This is an optimization exercise on Yosys and OpenROAD, whose aim is small area, a short achievable clock period and few clock cycles per item, not a production implementation. Where RTL was checked, it was by simulation tests only, not by an equivalence proof against the original. Power and IR drop assume default switching activity.

Setup of build 29:
// poolReluPE
module poolReluPE (
  input logic clock,
  input logic reset,
  input logic inValid,
  input logic [7:0] inData,
  output logic inCredit,
  output logic outValid,
  output logic [7:0] outData,
  input logic outCreditReturn
);
Size: about 2400 cells after synthesis, about 22 I/O pins, roughly 32000 um2 of cells after synthesis.
Settings: LEC_CHECK=0, CAP_MARGIN=20, CORE_MARGIN=2, CORE_UTILIZATION=65, CTS_CLUSTER_DIAMETER=60, CTS_CLUSTER_SIZE=28, PLACE_DENSITY=0.75, SLEW_MARGIN=20; clock period 15.0 ns.
standard.sh (not shown) runs the stock make flow with config.mk's settings and CLKGATE_MAP_FILE= SYNTH_SCRIPT=/design/flow/synth_recipe.tcl, a recipe that flattens the netlist after the stock synthesis.
==> flow/flow/run.sh <==
#!/bin/bash
# Standard layout, with repair_timing asked to leave extra setup slack so the
# layout runs faster than the 15 ns the clock allows (the SDC is unchanged).
set -euo pipefail
bash standard.sh SETUP_SLACK_MARGIN=11.4 finish > standard_flow.log 2>&1
Testbench counts of build 29, summed over its fixed seeds: cycles 9,996, outputs 4,525.
The inputs of build 35 differ from those of build 29 as listed below.
Settings: a deleted CTS_CLUSTER_DIAMETER that had been 60; a deleted CTS_CLUSTER_SIZE that had been 28.
-- flow/flow/run.sh --
<<< build 29, line 5
bash standard.sh SETUP_SLACK_MARGIN=11.4 finish > standard_flow.log 2>&1
>>> build 35, line 5
bash standard.sh SETUP_SLACK_MARGIN=11 finish > standard_flow.log 2>&1
- Summary: with build 29 as the reference, total power in build 35 moved up by more than 10%.
- Re post-CTS resize count: build 35 and build 29 aren't equal, and the lower value belongs to build 35.
- Between build 35 and build 29, layout filler cell count is lower for build 35, build 29 comes in above that.
- Achievable clock frequency is higher on build 35
Input-level comparison between build 68 and build 35:
Settings: an added CTS_CLUSTER_SIZE of 28; an added CTS_CLUSTER_DIAMETER of 60.
Findings:
- sky130_fd_sc_hd__dfxtp_2 as the slowest library cell on the worst path was reported by build 35, and sky130_fd_sc_hd__dfxtp_1 by build 68.
- Compared with build 35, build 68 is the less power-hungry design.
- Die area essentially unchanged between build 68 and build 35.
- Maximum frequency, build 68 and build 35, higher one = build 35.
- Cmp build 68 vs build 35: wire length after detailed routing lower in build 68

========
Setup of v27:
Another version of the RTL of poolReluPE (not shown whole).
For scale: ~2,400 cells after synthesis, ~740 flip-flops, roughly 22 I/O pins, about 32,000 um^2 of cells after synthesis.
clock: 15.0 ns
lec_check: 0
cap_margin: 20
core_margin: 2
core_utilization: 65
cts_cluster_diameter: 60
cts_cluster_size: 28
place_density: 0.75
slew_margin: 20
==> flow/flow/run.sh <==
#!/bin/bash
# Standard layout, with repair_timing asked to leave extra setup slack so the
# layout runs faster than the 15 ns the clock allows (the SDC is unchanged),
# and clock tree synthesis without dummy balancing loads.
set -euo pipefail
bash standard.sh SETUP_SLACK_MARGIN=11 \
  "CTS_ARGS=-sink_clustering_enable -repair_clock_nets -sink_clustering_size 36 -sink_clustering_max_diameter 50 -dont_use_dummy_load" \
  finish > standard_flow.log 2>&1
Testbench counts of v27, summed over its fixed seeds: cycles 9,996, outputs 4,525.
> inputs changed (v27 -> v21)
--- a/flow/flow/run.sh
+++ b/flow/flow/run.sh
@@ -5,4 +5,4 @@
 set -euo pipefail
 bash standard.sh SETUP_SLACK_MARGIN=11 \
-  "CTS_ARGS=-sink_clustering_enable -repair_clock_nets -sink_clustering_size 36 -sink_clustering_max_diameter 50 -dont_use_dummy_load" \
+  "CTS_ARGS=-sink_clustering_enable -repair_clock_nets -sink_clustering_size 28 -sink_clustering_max_diameter 60 -dont_use_dummy_load -sink_clustering_levels 1" \
   finish > standard_flow.log 2>&1
Findings:
Taking v27 as 1.0, v21 lands at 0.947 on total power consumption of the routed design.
The non-clock buffer count reported for v21 is greater than that of v27 by 2.6%.
Delta (v21 minus v27): area growth from synthesis to layout lower; clock-buffer cell count lower; post-layout instance area lower; via count lower.
diff inputs: v21 => v19
--- a/flow/flow/run.sh
+++ b/flow/flow/run.sh
@@ -5,4 +5,4 @@
 set -euo pipefail
 bash standard.sh SETUP_SLACK_MARGIN=11 \
-  "CTS_ARGS=-sink_clustering_enable -repair_clock_nets -sink_clustering_size 28 -sink_clustering_max_diameter 60 -dont_use_dummy_load -sink_clustering_levels 1" \
+  "CTS_ARGS=-sink_clustering_enable -repair_clock_nets -sink_clustering_size 28 -sink_clustering_max_diameter 60 -dont_use_dummy_load" \
   finish > standard_flow.log 2>&1
==> comparison <==
v19: PASS, flow complete, no timing, DRC or antenna violations. Comparing v19 against v21, there is no change at all in final standard cell utilization of the core. From v19 to v21, final critical-path setup slack did not move at all. Between v19 and v21, the non-clock buffer count figures differ only marginally. v19 against v21: met2 global-route usage held steady; pin count of the biggest net entering global routing saw little to no change; sequential cell count roughly the same.
## Diff of input files: v17 against v19
==> flow/flow/run.sh <==
#!/bin/bash
# Standard layout, with repair_timing asked to leave extra setup slack so the
# layout runs faster than the 15 ns the clock allows (the SDC is unchanged).
set -euo pipefail
bash standard.sh SETUP_SLACK_MARGIN=11 finish > standard_flow.log 2>&1
Results
Going from v19 to v17, met1 routed wirelength after detailed routing closely matched the old numbers, delay of the slowest cell on the worst path increased by 830 ps relative to the old numbers, non-clock buffer count increased 2.5%. v17 vs v19, clock period minus worst slack went up by 140 ps. Status: overflow left after global routing parity (v17, v19).

========
poolReluPE, a different RTL version from the one above (not shown whole).
For scale: about 2300 cells after synthesis, ~750 flip-flops, roughly 34000 um^2 of cells after synthesis.
==> flow/config.mk <==
export PLATFORM = sky130hd
export DESIGN_NAME = poolReluPE
export DESIGN_NICKNAME = poolReluPE
export VERILOG_FILES = /design/flow/design.v
export SDC_FILE = /design/flow/constraint.sdc
export NUM_CORES = 4
export LEC_CHECK = 0
export CAP_MARGIN = 20
export CORE_MARGIN = 2
export CORE_UTILIZATION = 40
export SLEW_MARGIN = 20
==> flow/constraint.sdc <==
create_clock -name core_clock -period 15.0 [get_ports {clock}]
set_input_delay 3.0000 -clock core_clock [delete_from_list [all_inputs] [get_ports {clock}]]
set_output_delay 3.0000 -clock core_clock [all_outputs]
set_load 0.01 [all_outputs]
run.sh (not shown) runs the stock make flow with config.mk's settings and CLKGATE_MAP_FILE= SYNTH_SCRIPT=/design/flow/synth_recipe.tcl, a recipe that flattens the netlist after the stock synthesis.
Stock flow here: none of the scripts above is used.
The first run completed without violations.
Testbench counts at the start, summed over its fixed seeds: cycles 9,996, outputs 4,525.
Then changed:
==> flow/flow/run.sh (new file) <==
#!/bin/bash
# Standard layout, with repair_timing asked to leave extra setup slack so the
# layout runs faster than the 15 ns the clock allows (the SDC is unchanged).
set -euo pipefail
bash standard.sh SETUP_SLACK_MARGIN=11 finish > standard_flow.log 2>&1
==> flow/standard.sh (new file) <==
#!/bin/bash
# synth_recipe.tcl (not shown) runs the flow's synth.tcl, then flattens the netlist and writes it again
# the make line also repeats each setting of config.mk as NAME=value (left out here)
make -C /OpenROAD-flow-scripts/flow DESIGN_CONFIG=/design/flow/config.mk WORK_HOME=/design/flow/orfs CLKGATE_MAP_FILE= SYNTH_SCRIPT=/design/flow/synth_recipe.tcl "${@:-finish}"
- CORE_UTILIZATION: 40 -> 65
- PLACE_DENSITY: not set -> 0.75
removed: flow/run.sh
Outcome:
- The changed run went through all stages and came out clean
- wire length goes up by 3.7%
- critical path depth stays the same
- synthesized cell count is unchanged
- non-clock buffer count goes up by 15
- worst setup slack improved by 600 ps
- register-to-register slack improved by 810 ps
Then changed:
- CORE_UTILIZATION: 65 -> 40
- CTS_CLUSTER_DIAMETER: not set -> 60
- CTS_CLUSTER_SIZE: not set -> 28
- PLACE_DENSITY: 0.75 -> not set
Result:
- The new run completed with no timing, DRC or antenna violations
- non-clock buffer count came out lower by 1
- die area came out higher by about 60%
- global-route usage came out lower by 13 points
- routed wire length came out lower by about 3.6%
- power came out lower by about 5.6%
- synthesized cell count stays the same
- synthesized area does not change
- hold slack improved by 29 ps
- worst setup slack got worse by 50 ps
Then changed:
- CTS_CLUSTER_DIAMETER: 60 -> not set
- CTS_CLUSTER_SIZE: 28 -> not set
Final cell count came out higher by 1.5%.
Synthesized area stays the same.
Power is higher by 9.9%.
Final area went up by 1.8%.

========
poolReluPE, a different RTL version from the one above (not shown whole).
Size in the first run: ~2400 cells after synthesis, ~750 flip-flops, about 22 I/O pins.
==> flow/config.mk <==
export PLATFORM = sky130hd
export DESIGN_NAME = poolReluPE
export DESIGN_NICKNAME = poolReluPE
export VERILOG_FILES = /design/flow/design.v
export SDC_FILE = /design/flow/constraint.sdc
export NUM_CORES = 4
export LEC_CHECK = 0
export CAP_MARGIN = 20
export CORE_MARGIN = 2
export CORE_UTILIZATION = 40
export SLEW_MARGIN = 20
==> flow/constraint.sdc <==
create_clock -name core_clock -period 15.0 [get_ports {clock}]
set_input_delay 3.0000 -clock core_clock [delete_from_list [all_inputs] [get_ports {clock}]]
set_output_delay 3.0000 -clock core_clock [all_outputs]
set_load 0.01 [all_outputs]
Stock flow here: none of the scripts above is used.
The baseline finished with timing, DRC and antenna clean.
Testbench counts at the start, summed over its fixed seeds: cycles 9,988, outputs 4,525.
Change:
ABC_CLOCK_PERIOD_IN_PS = 4000   (was unset)
Setup slack is unchanged.
Final cell count does not change.
Power stays the same.
Count of clock-buffer cells in the layout does not change.
Sequential power barely changes.
Utilization does not change.
Area after synthesis is unchanged.
Flip-flop and latch count does not change.
Change:
ABC_CLOCK_PERIOD_IN_PS = unset   (was 4000)
CAP_MARGIN = 50   (was 20)
SLEW_MARGIN = 70   (was 20)
Register-to-register slack improved by 0.78 ns.
Final area went up by about 5%.
Count of clock-buffer cells in the layout went down by 14.
Core utilization went up by 2.2 points.
Die area stays the same.
Total power went up by about 4%.
Hold slack is about the same.
First-iteration DRC count went down by about 9%.
Non-clock buffer count went up by 71.
Synthesized cell count does not change.

========
== the previous run ==
poolReluPE, a different RTL version from the one above (not shown whole).
For scale: about 2,400 cells after synthesis, roughly 750 flip-flops, ~32,000 µm² of cells after synthesis.
clock: 15.0 ns
lec_check: 0
cap_margin: 20
core_margin: 2
core_utilization: 65
cts_cluster_diameter: 60
cts_cluster_size: 28
place_density: 0.75
slew_margin: 20
standard.sh (not shown) runs the stock make flow with config.mk's settings and CLKGATE_MAP_FILE= SYNTH_SCRIPT=/design/flow/synth_recipe.tcl, a recipe that flattens the netlist after the stock synthesis.
==> flow/flow/run.sh <==
#!/bin/bash
# Standard layout, with repair_timing asked to leave extra setup slack so the
# layout runs faster than the 15 ns the clock allows (the SDC is unchanged),
# and clock tree synthesis without dummy balancing loads.
set -euo pipefail
bash standard.sh SETUP_SLACK_MARGIN=11 \
  "CTS_ARGS=-sink_clustering_enable -repair_clock_nets -sink_clustering_size 28 -sink_clustering_max_diameter 60 -dont_use_dummy_load" \
  finish > standard_flow.log 2>&1
The previous run did not stop at any stage, and its layout met the timing, DRC and antenna checks.
The following lists how the current run was set up differently from the previous run:
==> flow/flow/run.sh <==
#!/bin/bash
# Standard layout, with repair_timing asked to leave extra setup slack so the
# layout runs faster than the 15 ns the clock allows (the SDC is unchanged).
set -euo pipefail
bash standard.sh SETUP_SLACK_MARGIN=11 finish > standard_flow.log 2>&1
==> comparison <==
Number of library cell types mapped by synthesis of the previous run is on par with the current run. Status: met3 global-route usage parity (the current run, the previous run). Per the comparison of the current run with the previous run, global-route wire length before repair +about 0.46%; max-cap violation count neither gained nor lost much. The current run and the previous run ended up with roughly the same combinational power. Compared with the previous run, in the current run total global routing overflow neither gained nor lost much, global-route total usage across every layer picked up an extra 0.18 points, share of the clock period used by the worst path after layout lost 0.26 points, fraction of power spent switching nets picked up an extra 2.1 points.
No run of this note included a check of the RTL's function; only the layout flow was run.

==> re-timing with driven ports <==
The results above use ideal ports. As a check the final layouts listed here were re-extracted and re-timed, cells and wires unchanged. Step 1 assumes that a clkbuf_16 drives the clock port and a buf_2 every other input. Step 2 times the ports against the registers' clock, not the clock port: input delays grow and output delays shrink by t, the midpoint of the rising clock arrivals with the driver on. Slacks: ideal ports / drivers / drivers and shift; pairs: ideal ports / drivers.
run	t (ns)	setup slack, ns	latest minus earliest clock arrival (ns)
build 29	0.679	10.933 / 10.866 / 10.892	0.045 / 0.046
build 35	0.679	10.950 / 10.889 / 10.461	0.043 / 0.043
build 68	0.673	10.864 / 10.802 / 10.450	0.058 / 0.059
v27	0.683	10.940 / 10.880 / 10.463	0.101 / 0.101
v21	0.657	10.974 / 10.916 / 10.417	0.051 / 0.051
v19	0.657	10.974 / 10.916 / 10.417	0.051 / 0.051
v17	0.674	10.834 / 10.834 / 10.397	0.030 / 0.030
the first run of note 3	0.701	10.301 / 10.235 / 10.355	0.040 / 0.040
the second run of note 3	0.686	10.901 / 10.840 / 10.455	0.022 / 0.022
the third run of note 3	0.708	10.851 / 10.782 / 10.455	0.049 / 0.050
the fourth run of note 3	0.699	10.851 / 10.781 / 10.447	0.050 / 0.050
the first run of note 4	0.680	8.611 / 8.611 / 8.611	0.031 / 0.031
the second run of note 4	0.680	8.611 / 8.611 / 8.611	0.031 / 0.031
the third run of note 4	0.694	9.395 / 9.395 / 9.395	0.032 / 0.031
the previous run	0.649	10.866 / 10.866 / 10.473	0.067 / 0.067
the current run	0.666	10.906 / 10.905 / 10.469	0.048 / 0.049
After both steps every run listed still meets setup and hold.
